Background: an optimization exercise with open tools, aiming at small area and few clock cycles per item. Do not read the settings as production practice.
Function was checked by simulation only, so behaviour that the tests miss may differ from the original.
No activity file was given, so power comes from the tool's default toggle rates.

==> flow/design.v <==
module barrel_math_pipe #(
  parameter int H_RES   = 1080,
  parameter int V_RES   = 960,
  parameter int COORD_W = 12,
  parameter int FRAC_W  = 3,
  parameter int K_SHIFT = 24
) (
  input  logic               clk,
  input  logic               reset,
  input  logic               gen_en,
  input  logic [1:0]         mode,
  input  logic [15:0]        k_coef,
  output logic [31:0]        tIn_tdata,
  output logic               tIn_tvalid,
  input  logic               tIn_tready,
  input  logic [31:0]        tOut_tdata,
  input  logic               tOut_tvalid,
  output logic               tOut_tready,
  output logic [31:0]        rCin_tdata,
  output logic [15:0]        rPin_tdata,
  output logic               rCin_tvalid,
  output logic               rPin_tvalid,
  input  logic               rCin_tready,
  input  logic               rPin_tready,
  input  logic [31:0]        rOut_tdata,
  input  logic               rOut_tvalid,
  output logic               rOut_tready,
  output logic [COORD_W-1:0] xOut,
  output logic [COORD_W-1:0] yOut,
  output logic               addr_vld,
  input  logic               mem_ready,
  output logic               clipped,
  output logic               frame_done
);
  localparam logic signed [COORD_W-1:0] X_MIN = COORD_W'(-(H_RES / 2));
  localparam logic signed [COORD_W-1:0] X_MAX = COORD_W'(H_RES / 2 - 1);
  localparam logic signed [COORD_W-1:0] Y_TOP = COORD_W'(V_RES / 2);
  localparam logic signed [COORD_W-1:0] Y_BOT = COORD_W'(-(V_RES / 2) + 1);
  logic signed [COORD_W-1:0] gx, gy;
  logic [15:0] gx16, gy16;
  logic        gen_hs, last_col, last_row;
  assign gen_hs    = tIn_tvalid & tIn_tready;
  assign last_col  = (gx == X_MAX);
  assign last_row  = (gy == Y_BOT);
  assign gx16      = {{(16 - COORD_W){gx[COORD_W-1]}}, gx} << FRAC_W;
  assign gy16      = {{(16 - COORD_W){gy[COORD_W-1]}}, gy} << FRAC_W;
  assign tIn_tdata = {gy16, gx16};
  always_ff @(posedge clk) begin
    if (reset) begin
      gx         <= X_MIN;
      gy         <= Y_TOP;
      tIn_tvalid <= 1'b0;
      frame_done <= 1'b0;
    end else begin
      frame_done <= gen_hs & last_col & last_row;
      if (!tIn_tvalid || tIn_tready) tIn_tvalid <= gen_en;
      if (gen_hs) begin
        if (last_col) begin
          gx <= X_MIN;
          gy <= last_row ? Y_TOP : gy - COORD_W'(1);
        end else begin
          gx <= gx + COORD_W'(1);
        end
      end
    end
  end
  logic        en;
  logic        v1, v2, v3, v4, v5, v6;
  logic [15:0] r1, r2, r3, r4;
  logic [15:0] ph1, ph2, ph3, ph4, ph5, ph6;
  logic [1:0]  m1, m2, m3;
  logic [15:0] k1, k2;
  logic [31:0] sq2;
  logic [14:0] d3, scale4;
  logic [30:0] p5;
  logic [15:0] rout6;
  logic [31:0] sq_n;
  logic [47:0] prod_n, sh_n;
  logic [14:0] d_n, scale_n;
  logic [15:0] add_n;
  logic [30:0] p_n, q_n;
  logic [15:0] rout_n;
  assign en          = ~v6 | (rCin_tready & rPin_tready);
  assign tOut_tready = en;
  assign rCin_tdata  = {16'b0, rout6};
  assign rPin_tdata  = ph6;
  assign rCin_tvalid = v6;
  assign rPin_tvalid = v6;
  always_comb begin
    sq_n    = 32'(r1) * 32'(r1);
    prod_n  = 48'(sq2) * 48'(k2);
    sh_n    = prod_n >> K_SHIFT;
    d_n     = (sh_n > 48'd32767) ? 15'h7FFF : sh_n[14:0];
    add_n   = 16'd16384 + {1'b0, d3};
    scale_n = 15'd16384;
    case (m3)
      2'd1:    scale_n = (add_n > 16'd32767) ? 15'h7FFF : add_n[14:0];
      2'd2:    scale_n = ({1'b0, d3} > 16'd16384) ? 15'd0 : 15'(16'd16384 - {1'b0, d3});
      default: scale_n = 15'd16384;
    endcase
    p_n    = 31'(r4) * 31'(scale4);
    q_n    = p5 >> 14;
    rout_n = (q_n > 31'h0000_FFFF) ? 16'hFFFF : q_n[15:0];
  end
  always_ff @(posedge clk) begin
    if (reset) begin
      {v1, v2, v3, v4, v5, v6} <= '0;
      {r1, r2, r3, r4}         <= '0;
      {ph1, ph2, ph3, ph4, ph5, ph6} <= '0;
      {m1, m2, m3}             <= '0;
      {k1, k2}                 <= '0;
      sq2    <= '0;
      d3     <= '0;
      scale4 <= '0;
      p5     <= '0;
      rout6  <= '0;
    end else if (en) begin
      v1 <= tOut_tvalid; r1 <= tOut_tdata[15:0]; ph1 <= tOut_tdata[31:16];
      m1 <= mode;        k1 <= k_coef;
      v2 <= v1; r2 <= r1; ph2 <= ph1; m2 <= m1; k2 <= k1; sq2 <= sq_n;
      v3 <= v2; r3 <= r2; ph3 <= ph2; m3 <= m2; d3 <= d_n;
      v4 <= v3; r4 <= r3; ph4 <= ph3; scale4 <= scale_n;
      v5 <= v4; ph5 <= ph4; p5 <= p_n;
      v6 <= v5; ph6 <= ph5; rout6 <= rout_n;
    end
  end
  localparam logic signed [16:0] H_HALF = 17'(H_RES / 2);
  localparam logic signed [16:0] V_HALF = 17'(V_RES / 2);
  localparam logic signed [16:0] H_MAX  = 17'(H_RES - 1);
  localparam logic signed [16:0] V_MAX  = 17'(V_RES - 1);
  logic signed [16:0] rxe, rye, xa, ya;
  logic [COORD_W-1:0] xc, yc;
  logic               clip_n, load;
  assign rOut_tready = ~addr_vld | mem_ready;
  assign load        = rOut_tvalid & rOut_tready;
  always_comb begin
    rxe    = {rOut_tdata[15], rOut_tdata[15:0]};
    rye    = {rOut_tdata[31], rOut_tdata[31:16]};
    xa     = (rxe >>> FRAC_W) + H_HALF;
    ya     = V_HALF - (rye >>> FRAC_W);
    clip_n = 1'b0;
    xc     = xa[COORD_W-1:0];
    yc     = ya[COORD_W-1:0];
    if (xa < 0) begin
      xc = '0; clip_n = 1'b1;
    end else if (xa > H_MAX) begin
      xc = H_MAX[COORD_W-1:0]; clip_n = 1'b1;
    end
    if (ya < 0) begin
      yc = '0; clip_n = 1'b1;
    end else if (ya > V_MAX) begin
      yc = V_MAX[COORD_W-1:0]; clip_n = 1'b1;
    end
  end
  always_ff @(posedge clk) begin
    if (reset) begin
      addr_vld <= 1'b0;
      xOut     <= '0;
      yOut     <= '0;
      clipped  <= 1'b0;
    end else if (load) begin
      addr_vld <= 1'b1;
      xOut     <= xc;
      yOut     <= yc;
      clipped  <= clip_n;
    end else if (mem_ready) begin
      addr_vld <= 1'b0;
    end
  end
endmodule
==> flow/config.mk <==
export PLATFORM = sky130hd
export DESIGN_NAME = barrel_math_pipe
export DESIGN_NICKNAME = barrel_math_pipe
export VERILOG_FILES = /design/flow/design.v
export SDC_FILE = /design/flow/constraint.sdc
export NUM_CORES = 4
export LEC_CHECK = 0
export CAP_MARGIN = 20
export CORE_MARGIN = 2
export CORE_UTILIZATION = 40
export SLEW_MARGIN = 20
==> flow/run.sh <==
#!/bin/bash
# synth_recipe.tcl (not shown) runs the flow's synth.tcl, then flattens the netlist and writes it again
# the make line also repeats each setting of config.mk as NAME=value (left out here)
make -C /OpenROAD-flow-scripts/flow DESIGN_CONFIG=/design/flow/config.mk WORK_HOME=/design/flow/orfs CLKGATE_MAP_FILE= SYNTH_SCRIPT=/design/flow/synth_recipe.tcl finish
==> flow/constraint.sdc <==
create_clock -name core_clock -period 9.0 [get_ports {clk}]
set_input_delay 1.8000 -clock core_clock [delete_from_list [all_inputs] [get_ports {clk}]]
set_output_delay 1.8000 -clock core_clock [all_outputs]
set_load 0.01 [all_outputs]
==> summary.txt <==
Ys Warns = 1
Worst reg2reg path depth = 23
Crit Reg-Reg Startpoint = k2[5]$_SDFFE_PP0P_
Leak = 22.3 nW
Hold Path Class = reg2reg
Initial Utilization = 40.4%
Kind of critical path = reg2reg
Antenna violations before repair = 4
Minimum clock period = 7.61 ns
Core ar. = 107,000 sq um
GRT overflow = 0
Filler instances = 10,700
Die height = 333 microns
Post-layout net count = 6,262
HPWL Detailed = 80,200 microns
Setup violators final = 0
Vias in the first global route = 34,000
Placed standard-cell area = 46,000 sq um
Global-route wire length before repair = 178,000 microns
Crit path capture type = flop
H-tree levels = 2
CTS sink cnt = 349
GPL Wtd Cong = 0.870
Clock slew at reported path FFs = 0.06 ns
FF-to-FF setup slack = 1.39 ns
Layout Skew = 0.0319 ns
RSZ-0062 raised after global routing = no
Post-CTS Hold Fix Bufs = 0
# rows = 120
Met1 GRT Util = 27.2%
Pins Over Slew Limit = 0
Crit path from = k2[5]$_SDFFE_PP0P_
Pwr dens = 126 nW/um^2
Share of cells above drive strength 1 = 3.24%
Post-synth EDFFs = 0
Highest net fanout along the worst path = 19
Largest net degree at the start of global routing = 108
Detailed Route WL = 105,000 microns
Synth cell types = 80
Final Instance Area = 47,400 sq um
Reg2reg end = d3[5]$_SDFFE_PP0P_
Met3 Use GR = 3.74%
DRC viols = 0
Num CTS Buffers = 41
Met2 usage = 31.8%
Normalized max-slew margin = 32.9%
HP Start = r3[10]$_SDFFE_PP0P_
GRT Util Overall = 19.7%
Total number of vias = 32,500
Most common cell after layout, fill and taps aside = nand2_1
Ys flop type = dfxtp_1
Worst-margin pin slew = 1.00 ns
Buffer depth of the longest clock path = 3
Vias/cell = 4.97
DR WL/cell = 16.1 microns
Status = no timing/DRC/antenna violations
Area Growth Syn to Fin = 9.71%
Post-place setup slack = 1.48 ns
VDD IR max = 0.121 mV
Clk latency of the worst-skew pair = 0.61 ns
Critical Path RT = 9.42 ns
Post-route setup TNS = 0 ns
Post-Syn Area = 43,200 sq um
Max cap viols = 0
PostCTS Resize Cnt = 0
Sequential area share after synthesis = 16.2%
CP endpoint = d3[5]$_SDFFE_PP0P_
Final WS setup = 1.39 ns
Seq cells post-synth = 349
Post-CTS Setup Bufs = 0
Commonest cells after routing, fill and taps aside = nand2_1, inv_1, fa_1
Iteration-0 DRC Markers = 1,781
Die W = 333 microns
CTS tree = built
Worst EP arrival = 8.03 ns
Root buf cell = clkbuf_16
I/O Buffers = 174
I/O Pins = 203
Die ar. = 111,000 sq um
Endpoints failing hold = 0
Antenna-violating nets left = 0
Ys async rst share = 0%
Fmax = 0.131 GHz
Syn_area_per_cell = 8.49 sq um
Final period utilization = 84.5%
Drt first pass iters = 5
Cells after Synth = 5,090
Layer with the highest usage = met2
CP Launch Type = flop
Diode count = 0
## metrics by stage
| stage | power (W) | hold WS (ns) | std cells | util (%) |
|---|---|---|---|---|
| detailed placement | 0.00429 | 0.443 | 6456 | 43.0 |
| global route | 0.00649 | 0.465 | 6530 | 44.3 |
| CTS | 0.00605 | 0.444 | 6530 | 44.3 |
| global placement | 0.00426 | 0.437 | 6456 | 43.0 |
| floorplan | 0.00359 | 0.425 | 5117 | - |
| finish | 0.00598 | 0.441 | 6530 | 44.3 |
## critical path, cell delays in order (launching register included)
cell and delay (ns):
dfxtp_1 0.94, buf_4 0.34, nand2_1 0.10, fa_1 0.56
inv_1 0.06, fa_1 0.53, inv_1 0.05, fa_1 0.43
fa_1 0.55, inv_1 0.05, fa_1 0.48, inv_1 0.06
fa_1 0.53, inv_1 0.04, ha_1 0.35, a211oi_1 0.25
o21ai_0 0.12, a211oi_1 0.36, a211o_4 0.27, o21ai_4 0.12
a41o_1 0.26, a2111o_1 0.43, o21ai_2 0.35, a311oi_2 0.20
## flip-flops by register name (all words and copies together) (netlist names), 16 cells and up
name / cells
ph1: 16
k2: 16
ph2: 16
ph4: 16
ph5: 16
p5: 17
k1: 16
sq2: 31
r4: 16
r1: 16
ph3: 16
rout6: 16
r3: 16
ph6: 16
## how the worst min path moves through the flow
| stage | endpoint | slack [ns] | cells past startpoint |
|---|---|---|---|
| 6_report | r4[10]$_SDFFE_PP0P_ | 0.44 | 2 |
| 3_5_place_dp | k2[3]$_SDFFE_PP0P_ | 0.44 | 2 |
| 5_1_grt | ph3[11]$_SDFFE_PP0P_ | 0.47 | 2 |
| 3_3_place_gp | yOut[2]$_SDFFE_PP0P_ | 0.44 | 2 |
| 2_1_floorplan | p5[27]$_SDFFE_PP0P_ | 0.43 | 2 |
| 4_1_cts | ph5[5]$_SDFFE_PP0P_ | 0.44 | 2 |
## cell usage after synthesis (11+ instances only)
master | instances | share of area (%)
nand4_1 | 12 | 0.17
xnor2_1 | 63 | 1.3
o211ai_1 | 15 | 0.26
and3_1 | 22 | 0.32
xor2_1 | 37 | 0.75
clkbuf_1 | 258 | 2.2
ha_1 | 323 | 9.4
buf_4 | 27 | 0.47
a21oi_1 | 332 | 3.8
and2_1 | 334 | 4.8
o21ai_0 | 31 | 0.36
o21ai_1 | 29 | 0.34
a211oi_1 | 19 | 0.33
nor3_1 | 64 | 0.74
inv_1 | 891 | 7.7
a22oi_1 | 17 | 0.30
nand3_1 | 39 | 0.45
fa_1 | 752 | 35
nor2b_1 | 15 | 0.22
or3_1 | 11 | 0.16
nand2b_1 | 12 | 0.17
nor2_1 | 171 | 1.5
dfxtp_1 | 349 | 16
a21o_1 | 33 | 0.57
nand2_1 | 1067 | 9.3
## area by class of cell
class / instances / area [sq um] / area share (%)
multi-input cells: 3588 / 31800 / 67.1
flip-flops and latches: 349 / 7000 / 14.8
inverters: 892 / 3360 / 7.08
repair buffers: 224 / 2120 / 4.48
well taps: 1403 / 1760 / 3.70
clock buffers: 53 / 1160 / 2.45
clock inverters: 21 / 226 / 0.478
## power breakdown
group	switching, W	internal [W]
logic	0.00136	0.000951
clock network	0.000738	0.000981
registers	0.000307	0.00165
total	0.00240	0.00358
## cells by family (layout without fill, tap and decap cells)
group           count (synthesis)  count (layout)  synth area share (%)
buf+inv                      1180            1190                  10.5
simple gates                 1791            1791                  18.6
flops                         349             349                  16.2
compound gates                590             590                  8.43
other cells                     2              29                0.0174
mux                             3               3                0.0724
xor+xnor                      100             100                  2.03
fa+ha+maj                    1075            1075                  44.2
## metal layers
metal | vias up | wire length, microns
met1 | 16100 | 48400
met5 | - | 13
met3 | 112 | 6680
li1 | 15500 | -
met4 | 2 | 2340
met2 | 696 | 47800
Testbench counts, summed over its fixed seeds: cycles 16,048, items 16,000.

## port drivers added, routing unchanged
How much do the figures lean on ideal ports? The routed layout below was timed once more, with nothing changed but the port constraints. Step 1: set_driving_cell puts a clkbuf_16 on clk and a buf_2 on each other input, an assumption about the parent block. Step 2 also shifts input and output timing later by t, the mid clock arrival at the registers, as if the neighbouring blocks saw the same clock. Slacks: ideal / step 1 / step 2; pairs: ideal / step 1.
t, ns: 0.665
slack for setup (ns): 1.394 / 1.394 / 1.394
worst hold slack (ns): 0.441 / 0.441 / 0.441
worst register clock-pin slew, ns: 0.07 / 0.07
After both steps this run still meets setup and hold. The setup slack of this run moves by 0.000 ns with the drivers and by 0.000 ns with both steps.
